Source: an optimization exercise on an open RTL-to-GDS flow (aim: a short achievable clock period and few clock cycles per item). Production flows keep margins and buffers that such runs may drop. RTL that was checked went through simulation tests only; none was proved equivalent to the original.

== the previous run ==
// tcp_engine
module tcp_engine (
     input                          clk
    ,input                          rst
    ,input                          rx_hdr_val
    ,input  logic [49:0]            rx_hdr       
    ,output logic                   rx_hdr_rdy
    ,input                          tail_wr_val
    ,input  logic [1:0]             tail_wr_flowid
    ,input  logic [31:0]            tail_wr_ptr
    ,output logic                   tx_pkt_val
    ,output logic [83:0]            tx_pkt       
    ,input                          tx_pkt_rdy
);
Size in the first run: about 5300 cells after synthesis, ~960 flip-flops, roughly 180 I/O pins, about 50000 µm² of cells after synthesis.
==> module tcp_rx, before the edit <==
module tcp_rx #(
     parameter int PW    = 2             
    ,parameter int DEPTH = 1 << PW
) (
     input                          clk
    ,input                          rst
    ,input                          rst_q
    ,input                          rx_hdr_val
    ,input  tcp_pkg::rx_hdr_t       rx_hdr
    ,output logic                   rx_hdr_rdy
    ,input  logic [tcp_pkg::NUM_FLOWS-1:0][31:0] head_seq
    ,output logic [tcp_pkg::NUM_FLOWS-1:0][31:0] exp_seq
    ,output logic                   ack_val
    ,output tcp_pkg::send_pkt_t     ack_pkt
    ,input                          ack_rdy
);
    logic               rdy_q;
    logic [PW:0]        occ_q;       
    logic [PW:0]        occ_d;
    logic               hdr_xfer;
    logic               h1_val;
    tcp_pkg::rx_hdr_t   h1;
    tcp_pkg::seq_t      h1_sum;      
    tcp_pkg::seq_t      h1_exp;      
    tcp_pkg::seq_t      h1_head;     
    logic               h1_in_order;
    tcp_pkg::flow_mask_t eq_exp;
    logic               eq_sum;
    logic               fwd;
    logic               in_order_d;
    tcp_pkg::seq_t      exp_d;
    tcp_pkg::seq_t      head_d;
    tcp_pkg::flowid_t   fifo_flowid [DEPTH];
    tcp_pkg::seq_t      fifo_seq    [DEPTH];
    tcp_pkg::seq_t      fifo_ack    [DEPTH];
    logic [PW-1:0]      wr_q;
    logic [PW-1:0]      rd_q;
    logic [PW:0]        cnt_q;
    logic               ack_pop;
    assign rx_hdr_rdy = rdy_q;
    assign hdr_xfer   = rx_hdr_val & rdy_q;
    assign ack_pop    = ack_val & ack_rdy;
    assign occ_d      = occ_q + (PW+1)'(hdr_xfer) - (PW+1)'(ack_pop);
    always_ff @(posedge clk) begin
        if (rst) begin
            occ_q  <= '0;
            rdy_q  <= 1'b1;
            h1_val <= 1'b0;
        end else begin
            occ_q  <= occ_d;
            rdy_q  <= occ_d < (PW+1)'(DEPTH);
            h1_val <= hdr_xfer;
        end
    end
    always_comb begin
        for (int i = 0; i < tcp_pkg::NUM_FLOWS; i++) begin
            eq_exp[i] = rx_hdr.seq == exp_seq[i];
        end
    end
    assign eq_sum = rx_hdr.seq == h1_sum;
    assign fwd    = h1_val && h1_in_order && h1.flowid == rx_hdr.flowid;
    always_comb begin
        if (rst_q) begin
            in_order_d = rx_hdr.seq == '0;
            exp_d      = '0;
            head_d     = '0;
        end else begin
            in_order_d = fwd ? eq_sum : eq_exp[rx_hdr.flowid];
            exp_d      = fwd ? h1_sum : exp_seq[rx_hdr.flowid];
            head_d     = head_seq[rx_hdr.flowid];
        end
    end
    always_ff @(posedge clk) begin
        h1          <= rx_hdr;
        h1_sum      <= tcp_pkg::add32(rx_hdr.seq, tcp_pkg::seq_t'(rx_hdr.len), 1'b0);
        h1_exp      <= exp_d;
        h1_head     <= head_d;
        h1_in_order <= in_order_d;
    end
    always_ff @(posedge clk) begin
        if (rst_q) begin
            exp_seq <= '0;
        end else begin
            for (int i = 0; i < tcp_pkg::NUM_FLOWS; i++) begin
                if (h1_val && h1_in_order && h1.flowid == tcp_pkg::flowid_t'(i)) begin
                    exp_seq[i] <= h1_sum;
                end
            end
        end
    end
    always_ff @(posedge clk) begin
        if (rst || rst_q) begin
            ack_val <= 1'b0;
        end else begin
            ack_val <= (cnt_q + (PW+1)'(h1_val) - (PW+1)'(ack_pop)) != '0;
        end
    end
    always_ff @(posedge clk) begin
        if (rst_q) begin
            wr_q    <= '0;
            rd_q    <= '0;
            cnt_q   <= '0;
        end else begin
            if (h1_val) begin
                wr_q <= wr_q + 1'b1;
            end
            if (ack_pop) begin
                rd_q <= rd_q + 1'b1;
            end
            cnt_q   <= cnt_q + (PW+1)'(h1_val) - (PW+1)'(ack_pop);
        end
    end
    always_ff @(posedge clk) begin
        for (int i = 0; i < DEPTH; i++) begin
            if (h1_val && wr_q == PW'(i)) begin
                fifo_flowid[i] <= h1.flowid;
                fifo_seq[i]    <= h1_head;
                fifo_ack[i]    <= h1_in_order ? h1_sum : h1_exp;
            end
        end
    end
    assign ack_pkt.flowid         = fifo_flowid[rd_q];
    assign ack_pkt.hdr.seq        = fifo_seq[rd_q];
    assign ack_pkt.hdr.ack        = fifo_ack[rd_q];
    assign ack_pkt.hdr.flags.ack  = 1'b1;
    assign ack_pkt.hdr.flags.data = 1'b0;
    assign ack_pkt.len            = '0;
endmodule
export LEC_CHECK = 0
export ABC_CLOCK_PERIOD_IN_PS = 2500
export CAP_MARGIN = 20
export CORE_MARGIN = 2
export CORE_UTILIZATION = 50
export SLEW_MARGIN = 20
create_clock -name core_clock -period 8.5 [get_ports {clk}]
standard.sh (not shown) runs the stock make flow with config.mk's settings and CLKGATE_MAP_FILE= SYNTH_SCRIPT=/design/flow/synth_recipe.tcl, a recipe that flattens the netlist after the stock synthesis.
==> flow/flow/run.sh <==
#!/bin/bash
# Standard ORFS layout (the standard.sh), with timing repair aimed
# below the clock period. ORFS writes each step's log under orfs/logs.
bash standard.sh SETUP_SLACK_MARGIN=5.7 finish > standard.log 2>&1
Input changes introduced in the current run (baseline for comparison: the previous run):
-- flow/design.v --
<<< the previous run, line 85
    logic               h1_val;
    tcp_pkg::rx_hdr_t   h1;
    tcp_pkg::seq_t      h1_sum;      
    tcp_pkg::seq_t      h1_exp;      
>>> the current run, line 85
    logic               h1_val;
    tcp_pkg::rx_hdr_t   h1;
    logic [8:0]         h1_b0;       
    logic [8:0]         h1_b1;       
    logic [8:0]         h1_b1c;      
    logic [15:0]        h1_hi_inc;   
    logic [16:0]        h1_lo;       
    tcp_pkg::seq_t      h1_sum;      
    tcp_pkg::seq_t      h1_exp;      
<<< the previous run, line 122
        end
    end
    assign eq_sum = rx_hdr.seq == h1_sum;
    assign fwd    = h1_val && h1_in_order && h1.flowid == rx_hdr.flowid;
>>> the current run, line 127
        end
    end
    assign h1_lo  = {h1_b0[8] ? h1_b1c : h1_b1, h1_b0[7:0]};
    assign h1_sum = {h1_lo[16] ? h1_hi_inc : h1.seq[31:16], h1_lo[15:0]};
    assign eq_sum = rx_hdr.seq == h1_sum;
    assign fwd    = h1_val && h1_in_order && h1.flowid == rx_hdr.flowid;
<<< the previous run, line 137
    always_ff @(posedge clk) begin
        h1          <= rx_hdr;
        h1_sum      <= tcp_pkg::add32(rx_hdr.seq, tcp_pkg::seq_t'(rx_hdr.len), 1'b0);
        h1_exp      <= exp_d;
        h1_head     <= head_d;
>>> the current run, line 144
    always_ff @(posedge clk) begin
        h1          <= rx_hdr;
        h1_b0       <= {1'b0, rx_hdr.seq[7:0]}  + {1'b0, rx_hdr.len[7:0]};
        h1_b1       <= {1'b0, rx_hdr.seq[15:8]} + {1'b0, rx_hdr.len[15:8]};
        h1_b1c      <= {1'b0, rx_hdr.seq[15:8]} + {1'b0, rx_hdr.len[15:8]} + 9'd1;
        h1_hi_inc   <= 16'(tcp_pkg::add32({16'd0, rx_hdr.seq[31:16]}, 32'd0, 1'b1));
        h1_exp      <= exp_d;
        h1_head     <= head_d;
Findings:
Sort the previous run and the current run by post-layout instance count excluding filler cells, descending, and the current run comes first.
Proportion of synthesized area in mux cells essentially unchanged between the previous run and the current run.
Lower share of the clock period used by the worst path after layout among the previous run and the current run: the current run
From the previous run to the current run the numbers moved as follows: design area lower; detailed-route wire length grew by 3.1%; total number of cells along the worst setup path went down by 11; sequential share of layout area moved up.
Testbench counts of the current run, summed over its fixed seeds: cycles 2,067, packets 1,793.
For the previous run, only the layout was checked, not whether the RTL still works.

## separate check: timing with driven ports
The flow's constraints put no driver on any port. The routed layouts listed below were extracted and timed again, unchanged, in two steps. Step 1, drivers: a clkbuf_16 drives clk and a buf_2 each remaining input, both assumed. Step 2 also shifts input and output timing later by t, the mid clock arrival at the registers, as if the neighbouring blocks saw the same clock. a / b / c = ideal ports / drivers / drivers and shift; a / b = the first two.
run | shift t [ns] | setup WS [ns] | hold WS [ns] | worst setup path at the end | slew at the worst register clock pin (ns)
the previous run | 0.788 | 5.013 / 5.048 / 4.261 | 0.474 / 0.474 / 0.474 | input to register | 0.07 / 0.07
the current run | 0.785 | 5.174 / 5.100 / 4.905 | 0.478 / 0.478 / 0.478 | input to register | 0.07 / 0.07
After both steps setup and hold are still met in every run listed. For the previous run, which loses most, drivers alone change the setup slack by +0.035 ns; drivers and shift together by -0.752 ns.
